Background: an optimization exercise with open tools, aiming at small area, a short achievable clock period and few clock cycles per item. Do not read the settings as production practice.
In this exercise RTL edits were held to simulation tests only and were not proved equivalent to the original.

==> flow/design.v, too long to show whole: its modules and the start of the top module <==
// module pid_axis_with_settle_count_core: 7099 lines
module pid_axis_with_settle_count_core
#(
    parameter int FRAC_BITS = 16,
    parameter int ACC_WIDTH = 48
)
(
    input  logic                     clk,
    input  logic                     rst_n,
    input  logic                     in_valid,
    output logic                     in_stall,
    input  logic [31:0]                   measured,
    input  logic [15:0]                   elapsed_ms,
    input  logic                     restart,
    output logic                     out_valid,
    input  logic                     out_stall,
    output logic [31:0]                   drive,
    output logic                     settled,
    output logic [31:0]                   error_out,
    input  logic                     psel,
    input  logic                     penable,
    input  logic                     pwrite,
    input  logic [4:0]                    paddr,
    input  logic [31:0]                   pwdata,
    output logic [31:0]                   prdata,
    output logic                     pready
);
  // ...
==> flow/run.sh <==
#!/bin/bash
# synth_recipe.tcl (not shown) runs the flow's synth.tcl, then flattens the netlist and writes it again
# the make line also repeats each setting of config.mk as NAME=value (left out here)
make -C /OpenROAD-flow-scripts/flow DESIGN_CONFIG=/design/flow/config.mk WORK_HOME=/design/flow/orfs CLKGATE_MAP_FILE= SYNTH_SCRIPT=/design/flow/synth_recipe.tcl finish
==> flow/config.mk <==
export PLATFORM = sky130hd
export DESIGN_NAME = pid_axis_with_settle_count_core
export DESIGN_NICKNAME = pid_axis_with_settle_count_core
export VERILOG_FILES = /design/flow/design.v
export SDC_FILE = /design/flow/constraint.sdc
export NUM_CORES = 4
export LEC_CHECK = 0
export ABC_AREA = 1
export CAP_MARGIN = 20
export CORE_MARGIN = 2
export CORE_UTILIZATION = 40
export PLACE_DENSITY = 0.5
export SETUP_SLACK_MARGIN = 4.5
export SLEW_MARGIN = 20
==> flow/constraint.sdc <==
create_clock -name core_clock -period 11.0 [get_ports {clk}]
set_input_delay 2.2000 -clock core_clock [delete_from_list [all_inputs] [get_ports {clk}]]
set_output_delay 2.2000 -clock core_clock [all_outputs]
set_load 0.01 [all_outputs]
==> summary.txt, run 1 <==
Status
  – Outcome: timing/DRC/antenna clean

Setup path
  – WS Path Type: reg2reg
  – Critical Path Most Common Cell: fa_1
  – R2R depth: 15
  – Max stage delay cell, worst path: fa_1

Route
  – Met3 WL post-DR: between 70,000 and 80,000 µm
  – Drt via density: 5.50
  – TritonRoute pass-1 iters: 6
  – Initial DRC Count: 13,300
  – Met2 wire len: approximately 290,000 µm

Synthesis
  – Post-synth EDFFs: 2,096
  – Ys flop type: edfxtp_1
  – Top cell type's share of synthesized area: approximately a third
  – Synth area leaders: edfxtp_1 (33%), fa_1 (19%), xor2_1 (9.3%), ha_1 (6.0%), o22ai_1 (5.8%)
  – Syn. warnings: 1
  – Most frequent cell after synthesis: inv_1
  – Seq cells post-synth: between 2,000 and 2,500
  – Synth Area in Compound Gates: a little under an eighth

STA
  – Max_slew headroom: between 10% and 20%
  – Worst slew pin tran: approximately 1.2 ns
  – Clock skew: around 0.099 ns
  – Post-route clock period utilization: 59.3%
  – Pins Over Slew Limit: 0

Run
  – Maxcap violations: 0

Floorplan
  – I/O pin count: 193
  – Row count: around 250
  – Die H: between 600 and 700 µm

Final layout
  – Biggest regs: m_a: 81 flops, m_b: 81 flops, t1_b: 80 flops
  – Sequential cell count: about 2,400
  – Sequential Area: 70,300 µm²
  – Ant diodes: 22
  – Share of layout cells above drive strength 1: approximately 6.1%
  – Final-stage net count: between 20,000 and 25,000

CTS
  – CTS tree: yes

Global routing
  – Vias in the first global route: roughly 140k
  – Initial antenna violation count: 43

Place
  – RePlAce Congestion: 0.967
Testbench counts, summed over its fixed seeds: cycles 19,012, items 14,884.
==> run 2, diff against run 1 <==
--- a/flow/design.v
+++ b/flow/design.v
@@ -69,27 +69,21 @@
             3'd1:    rd_value = gain_p_reg;
             3'd2:    rd_value = gain_i_reg;
             3'd3:    rd_value = gain_d_reg;
             3'd4:    rd_value = {1'b0, tolerance_reg};
             3'd5:    rd_value = {28'd0, settle_limit_reg};
             default: rd_value = '0;
         endcase
     end
-    logic [31:0] prdata_reg;
-    always_ff @(posedge clk)
-    begin
-        prdata_reg <= rd_value;
-    end
-    assign prdata = prdata_reg;
+    assign prdata = rd_value;
     logic out_valid_reg;
-    logic skid_v;
     logic adv;
-    assign adv      = !skid_v;
-    assign in_stall = skid_v;
+    assign adv      = !(out_valid_reg && out_stall);
+    assign in_stall = !adv;
     logic [32:0] e_full;
     logic [31:0] e_sat;
     logic        e_inb;
     assign e_full = {target_reg[31], target_reg} - {measured[31], measured};
     assign e_sat  = (e_full[32] != e_full[31]) ? (e_full[32] ? 32'h8000_0000 : 32'h7FFF_FFFF)
                                                : e_full[31:0];
     logic        s0_v;
     logic [31:0] s0_e;
@@ -7038,62 +7032,29 @@
     logic [31:0] drive_calc;
     assign sum_full = m_a + m_b;
     assign sum_hi   = sum_full[81:16];
     assign sum_fits = (&sum_hi[65:31]) | ~(|sum_hi[65:31]);
     assign drive_calc = sum_fits ? sum_hi[31:0] : (sum_hi[65] ? 32'h8000_0000 : 32'h7FFF_FFFF);
     logic [31:0] drive_reg;
     logic        settled_reg;
     logic [31:0] error_out_reg;
-    logic [31:0] skid_drive;
-    logic        skid_settled;
-    logic [31:0] skid_error;
-    logic        out_free;
-    assign out_free = !out_valid_reg || !out_stall;
     always_ff @(posedge clk or negedge rst_n)
     begin
         if (!rst_n)
-        begin
             out_valid_reg <= 1'b0;
-            skid_v        <= 1'b0;
-        end
-        else if (skid_v)
-        begin
-            if (out_free)
-            begin
-                out_valid_reg <= 1'b1;
-                skid_v        <= 1'b0;
-            end
-        end
-        else if (out_free)
+        else if (adv)
             out_valid_reg <= m_v;
-        else
-            skid_v <= m_v;
     end
     always_ff @(posedge clk)
     begin
-        if (skid_v)
-        begin
-            if (out_free)
-            begin
-                drive_reg     <= skid_drive;
-                settled_reg   <= skid_settled;
-                error_out_reg <= skid_error;
-            end
-        end
-        else if (out_free)
+        if (adv)
         begin
             drive_reg     <= m_set ? '0 : drive_calc;
             settled_reg   <= m_set;
             error_out_reg <= m_e;
         end
-        else
-        begin
-            skid_drive   <= m_set ? '0 : drive_calc;
-            skid_settled <= m_set;
-            skid_error   <= m_e;
-        end
     end
     assign out_valid = out_valid_reg;
     assign drive     = drive_reg;
     assign settled   = settled_reg;
     assign error_out = error_out_reg;
 endmodule
--- a/flow/config.mk
+++ b/flow/config.mk
@@ -5,10 +5,10 @@
 export SDC_FILE = /design/flow/constraint.sdc
 export NUM_CORES = 4
 export LEC_CHECK = 0
 export ABC_AREA = 1
 export CAP_MARGIN = 20
 export CORE_MARGIN = 2
 export CORE_UTILIZATION = 40
 export PLACE_DENSITY = 0.5
-export SETUP_SLACK_MARGIN = 4.5
+export SETUP_SLACK_MARGIN = 5
 export SLEW_MARGIN = 20
==> summary.txt, run 2 <==
Setup path
  – CP Launch Type: input port
  – R2R depth: 13 (-2)
  – Crit-path max cell delay: 0.48 ns
  – WS Path Type: in2out
  – Crit-path cells: buf_12, clkinvlp_4, nor3_4, buf_12, buf_12, a221oi_4, o221ai_4, buf_6
  – Critical Path Most Common Cell: buf_12
  – Worst setup path endpoint: prdata[25]
  – Max stage delay cell, worst path: a221oi_4
  – Reg-to-reg endpoint: t1_a[40]$_DFFE_PN_
  – WP data arrival: roughly 3.9 ns
  – Buffers and inverters on the worst path: 5
  – WP data required: 8.80 ns
  – Max FO, Critical Path: 6
  – Worst Setup End Kind: output port
  – Critical path depth: 8
  – Crit path max-delay family: compound AO/OA/AOI/OAI gates
  – Reg-to-reg slack, setup: about 5.0 ns
  – Critical path startpoint: paddr[2]
  – Reg2reg start: gain_i_reg[29]$_DFFE_PN0P_

STA
  – Minimum clock period: 6.10 ns
  – Clock skew: 0.0910 ns (-0.00805 ns)
  – Setup TNS: 0 ns
  – Post-route clock period utilization: 55.5% (-3.9 points)
  – Worst slew pin tran: 1.28 ns (+0.0639 ns)
  – FMAX: 164 MHz
  – Setup violators final: 0
  – Max_slew headroom: 14.5% (-4.1 points)
  – Pins Over Slew Limit: 0 (unchanged)
  – Unrepaired setup endpoints after global routing: yes
  – Final hold violations: 0
  – WHS: 0.383 ns

CTS
  – Clock latency on the worst-skew pair: ~0.96 ns
  – CTS tree: yes
  – CTS Buf Count: 269
  – Clk slew on worst S/H paths: ~0.06 ns
  – CTS sink cnt: ~2,300
  – Clock Path Buffers: 4
  – H-tree levels: 5
  – Hold-fix buffers, CTS: 0
  – Root Buffer: clkbuf_16

Global routing
  – Largest net degree at the start of global routing: ~180
  – GRT Total Usage: between 20% and 30%
  – Initial antenna violation count: 32 (-26%)
  – GRT Residual Overflow: 0
  – First-pass GRT wire length: around 970,000 µm
  – Vias in the first global route: 141,000 (-0.27%)

Synthesis
  – Post-Syn Nets: ~22,000
  – Post-synth EDFFs: 2,031 (-3.1%)
  – Seq/Total Area, Yosys: a little over a third
  – Top cell type's share of synthesized area: 32.5% (-0.42 points)
  – Synth area leaders: edfxtp_1 (32%), fa_1 (19%), xor2_1 (9.5%), ha_1 (6.1%), inv_1 (5.9%)
  – Synth async-reset ratio: between 10% and 20%
  – Mapped Area: 188,000 µm²
  – Most frequent cell after synthesis: inv_1
  – Ys flop type: edfxtp_1
  – Gate Count Post-Synth: 19,000
  – Syn. warnings: 1 (unchanged)
  – Largest area contributor in the netlist: edfxtp_1
  – Seq cells post-synth: 2,296 (-4.1%)
  – Most common library cells after synthesis: inv_1 (2,949), nand2_1 (2,328), xor2_1 (2,046), edfxtp_1 (2,031), fa_1 (1,770)
  – Avg Cell Area, Syn: a little under 10 µm²
  – Count of cell types in the netlist: 67

Final layout
  – Biggest regs: m_a: 81 flops, m_b: 81 flops, t1_b: 80 flops
  – Most common cell after layout, fill and taps aside: inv_1
  – Final core occ: about 44%
  – Cell area after layout: 208,000 µm²
  – Layout Cells excl Fill: between 20,000 and 30,000
  – Area growth, synth to finish: 10.6%
  – Most frequent cells in the layout: inv_1 (2,880), nand2_1 (2,278), xor2_1 (2,045)
  – Share of layout cells above drive strength 1: 7.34% (+1.2 points)
  – Final-stage net count: 21,600 (-1.0%)

Place
  – Placed instance count: around 25,000
  – Detailed Place HPWL: approximately 470,000 µm
  – IO Port Bufs: about 190
  – Placed instance area: roughly 200,000 µm²
  – RePlAce Congestion: 0.954 (-1.4%)

Status
  – Outcome: timing/DRC/antenna clean

Floorplan
  – Row count: 251 (-1.2%)
  – CORE AREA: approximately 470,000 µm²
  – Die H: 689 µm (-0.92%)
  – Starting Density: between 40% and 50%
  – Die X: roughly 690 µm
  – Die ar.: about 480,000 µm²
  – I/O pin count: 193 (unchanged)

Route
  – Drt via density: 5.54 (+0.74%)
  – Routed Antenna Nets: 0
  – Routed WL: 670,000 µm
  – DRC viols: 0
  – Initial DRC Count: 13,400 (+1.2%)
  – Wire per inst: between 20 and 30 µm
  – TritonRoute pass-1 iters: 7 (+1)
  – Vias post-DR: 140,000

Hold path
  – Hold Path Class: reg2reg

Run
  – Maxcap violations: 0 (unchanged)
## run 2: per-stage QoR
step / setup slack (ns)
2_1_floorplan: 3.36
3_3_place_gp: 2.94
3_5_place_dp: 3.10
4_1_cts: 4.79
5_1_grt: 4.66
6_report: 4.90
## run 2: routing by layer
metal / GRT usage (%) / routed length [µm]
met5: 0.214 / 172
met4: 13.5 / 39400
met3: 8.78 / 73900
met2: 41.7 / 286000
met1: 36.2 / 271000
## run 2: how the worst min path moves through the flow
stage,cells past startpoint,slack [ns],to,from
final,0,0.38,d8_set$_DFFE_PN_,d7_set$_DFFE_PN_
after global placement,0,0.40,d13_e[5]$_DFFE_PN_,d12_e[5]$_DFFE_PN_
after CTS,0,0.38,d4_e[17]$_DFFE_PN_,d3_e[17]$_DFFE_PN_
after global routing,0,0.40,d13_e[2]$_DFFE_PN_,d12_e[2]$_DFFE_PN_
after detailed placement,0,0.40,d10_e[10]$_DFFE_PN_,d9_e[10]$_DFFE_PN_
after floorplan,0,0.40,d10_e[0]$_DFFE_PN_,d9_e[0]$_DFFE_PN_
## run 2: kinds of logic after synthesis
group	Yosys count	share of synthesized area, %
AND/OR/NAND/NOR	3738	8.04
flip-flops	2296	36.0
adder cells (fa/ha/maj)	2685	25.0
AO/OA/AOI/OAI	3877	12.2
XOR/XNOR	2230	10.4
multiplexers	15	0.0859
buffers and inverters	4116	8.32
other	1	0.00200
## run 2: area by class of cell
type,count,area [µm²]
antenna,9,22.5
clock buffer,324,7040
clock inverter,160,1660
fill,44700,260000
inverter,3056,11600
multi-input combinational,12600,106000
sequential,2296,67600
tap,6198,7750
timing repair buffer,647,5950
## run 2: worst register-to-register path: stages, from the launching register on
cell and delay [ns]:
dfrtp_2 0.35, buf_4 0.44, inv_2 0.31, o21ai_4 0.22, buf_6 0.54, o22ai_1 0.22
xor2_1 0.20, fa_1 0.55, fa_1 0.62, fa_1 0.59, fa_1 0.45, fa_1 0.51
inv_1 0.06, fa_1 0.56
## run 2: timing repair
action | 4_1_cts | 5_1_grt
resized for setup | 214 | 232
endpoints found under the setup margin | 237 | 314
pin swaps | 32 | 75
cloned | 8 | 11
setup buffers | 48 | 52
Testbench counts of run 2, summed over its fixed seeds: cycles 19,012, items 14,884.

==> separate check: timing with driven ports <==
The results above use ideal ports. As a check the final layouts listed here were re-extracted and re-timed, cells and wires unchanged.
Step 1 sets driving cells, clkbuf_16 on the clock port and buf_2 on the other inputs (assumed; they add their load-dependent delay and slew).
Step 2, shift: input delay + t, output delay - t, t = (earliest + latest rising clock arrival at the registers) / 2. This alone moves slack from input paths to output paths.
a / b / c = ideal / step 1 / step 2; a / b = the first two.
| run | t (ns) | setup WS [ns] | latest minus earliest clock arrival (ns) |
|---|---|---|---|
| run 1 | 1.062 | 4.472 / 4.472 / 4.472 | 0.100 / 0.100 |
| run 2 | 1.044 | 4.899 / 4.838 / 4.710 | 0.096 / 0.096 |
After both steps setup and hold are still met in every run listed. The setup slack of run 2, which loses most, moves by -0.061 ns with the drivers and by -0.189 ns with both steps.
